This design comes from an exercise in tuning for small area, a short achievable clock period and few clock cycles per item on the open sky130 flow, not from production work. The RTL was checked by simulation tests, not by an equivalence proof against the original design. Power and IR drop assume default switching activity.

Setup of main:
Design positional_list_engine_core, start of the top module:
module positional_list_engine_core #(
    parameter int LIST_DEPTH = 16
) (
    input  wire logic                               i_clk,
    input  wire logic                               i_rst_n,
    input  wire logic                               i_in_valid,
    output logic                                    o_in_ready,
    input  wire logic [ple_pkg::ACTION_W-1:0]       i_action,
    input  wire logic signed [ple_pkg::VALUE_W-1:0] i_value,
    input  wire logic [ple_pkg::POS_W-1:0]          i_position,
    output logic                                    o_out_valid,
    input  wire logic                               i_out_ready,
    output logic [ple_pkg::STATUS_W-1:0]            o_status,
    output logic [ple_pkg::CNT_W-1:0]               o_element_count,
    output logic signed [ple_pkg::VALUE_W-1:0]      o_read_value
);
==> flow/config.mk <==
export PLATFORM = sky130hd
export DESIGN_NAME = positional_list_engine_core
export DESIGN_NICKNAME = positional_list_engine_core
export VERILOG_FILES = /design/flow/design.v
export SDC_FILE = /design/flow/constraint.sdc
export NUM_CORES = 4
export LEC_CHECK = 0
export CAP_MARGIN = 20
export CORE_MARGIN = 2
export CORE_UTILIZATION = 40
export CTS_CLUSTER_DIAMETER = 60
export CTS_CLUSTER_SIZE = 30
export SETUP_SLACK_MARGIN = 2.9
export SLEW_MARGIN = 20
==> flow/constraint.sdc <==
create_clock -name core_clock -period 5.2 [get_ports {i_clk}]
set_input_delay 1.0400 -clock core_clock [delete_from_list [all_inputs] [get_ports {i_clk}]]
set_output_delay 1.0400 -clock core_clock [all_outputs]
set_load 0.01 [all_outputs]
run.sh (not shown) runs the stock make flow with config.mk's settings and CLKGATE_MAP_FILE= SYNTH_SCRIPT=/design/flow/synth_recipe.tcl, a recipe that flattens the netlist after the stock synthesis.
The final layout from main, which completed every stage, passed the timing, DRC and antenna checks at the end of the flow.
Testbench counts of main, summed over its fixed seeds: cycles 24,016, items 24,000.
#### Input delta (the feature branch over main)
--- a/flow/config.mk
+++ b/flow/config.mk
@@ -10,4 +10,3 @@
 export CORE_UTILIZATION = 40
-export CTS_CLUSTER_DIAMETER = 60
-export CTS_CLUSTER_SIZE = 30
+export CTS_CLUSTER_SIZE = 25
 export SETUP_SLACK_MARGIN = 2.9
[summary]
Compared main against the feature branch; combinational power within noise.
Of the feature branch and main, main shows the higher non-clock buffer count, with the feature branch below it.
Changes observed in the feature branch relative to main: sequential portion of the cell area went down; final area climbed 1.8%; count of clock buffers in the final design rose about 75%.
Power dissipated in sequential cells: the feature branch vs main, no meaningful difference
Higher switching fraction of total power among the feature branch and main: main
Against main, the feature branch reports a total power that is higher.
Looking only at wire length, and setting everything else aside, the higher value of the feature branch and main goes to the feature branch.
Re layout overhead on the synthesized area: main was lower than the feature branch.
When the feature branch is measured against main, its stage delay of the slowest cell on the critical path turns out 0.15 ns higher.

========
## run F
positional_list_engine_core, a different RTL version from the one above (not shown whole).
Size in the first run: roughly 2,500 cells after synthesis, about 660 flip-flops, about 88 I/O pins.
// positional_list_engine_core
module positional_list_engine_core #(
    parameter int LIST_DEPTH = 16
) (
    input  wire logic                               i_clk,
    input  wire logic                               i_rst_n,
    input  wire logic                               i_in_valid,
    output logic                                    o_in_ready,
    input  wire logic [ple_pkg::ACTION_W-1:0]       i_action,
    input  wire logic signed [ple_pkg::VALUE_W-1:0] i_value,
    input  wire logic [ple_pkg::POS_W-1:0]          i_position,
    output logic                                    o_out_valid,
    input  wire logic                               i_out_ready,
    output logic [ple_pkg::STATUS_W-1:0]            o_status,
    output logic [ple_pkg::CNT_W-1:0]               o_element_count,
    output logic signed [ple_pkg::VALUE_W-1:0]      o_read_value
);
Settings: LEC_CHECK=0, CAP_MARGIN=20, CORE_MARGIN=2, CORE_UTILIZATION=40, CTS_CLUSTER_SIZE=25, SETUP_SLACK_MARGIN=2.9, SLEW_MARGIN=20; clock period 5.2 ns.
Run F: all stages complete, timing, DRC and antenna checks passed
Testbench counts of run F, summed over its fixed seeds: cycles 24,016, items 24,000.
Changes in run A relative to run F:
- CTS_CLUSTER_SIZE now 30, was 25
- CTS_CLUSTER_DIAMETER now 60, previously not set
--- outcome ---
Looking at run A and run F, the area used by multi-input combinational logic is a wash. In the tables for run A and run F, slew of the pin with the lowest slew margin reads higher with run A. Per the comparison of run A with run F, sequential cell area stayed essentially flat, non-clock buffer count decreased 8. Row internal power of the cells: run A lower / run F higher.

==> re-timing with driven ports <==
In the flow no input, the clock included, has a driving cell. The finished layouts below were timed again as built, in two steps. Step 1: set_driving_cell puts a clkbuf_16 on i_clk and a buf_2 on each other input, an assumption about the parent block. Step 2 moves the port delays by t, midway between the first and last clock arrival at a register: inputs arrive t later, outputs are due t later. That takes back most of the time a late clock gives input paths. a / b / c = ideal ports / drivers / drivers and shift; a / b = the first two.
run | t (ns) | slack for setup (ns) | pins driven straight from the clock port
main | 0.717 | 2.733 / 2.733 / 2.223 | 1
the feature branch | 0.700 | 2.827 / 2.800 / 2.225 | 1
run F | 0.714 | 2.740 / 2.740 / 2.101 | 1
run A | 0.719 | 2.768 / 2.768 / 2.135 | 1
After both steps every run listed still meets setup and hold. The setup slack of run F, which loses most, moves by 0.000 ns with the drivers and by -0.639 ns with both steps.
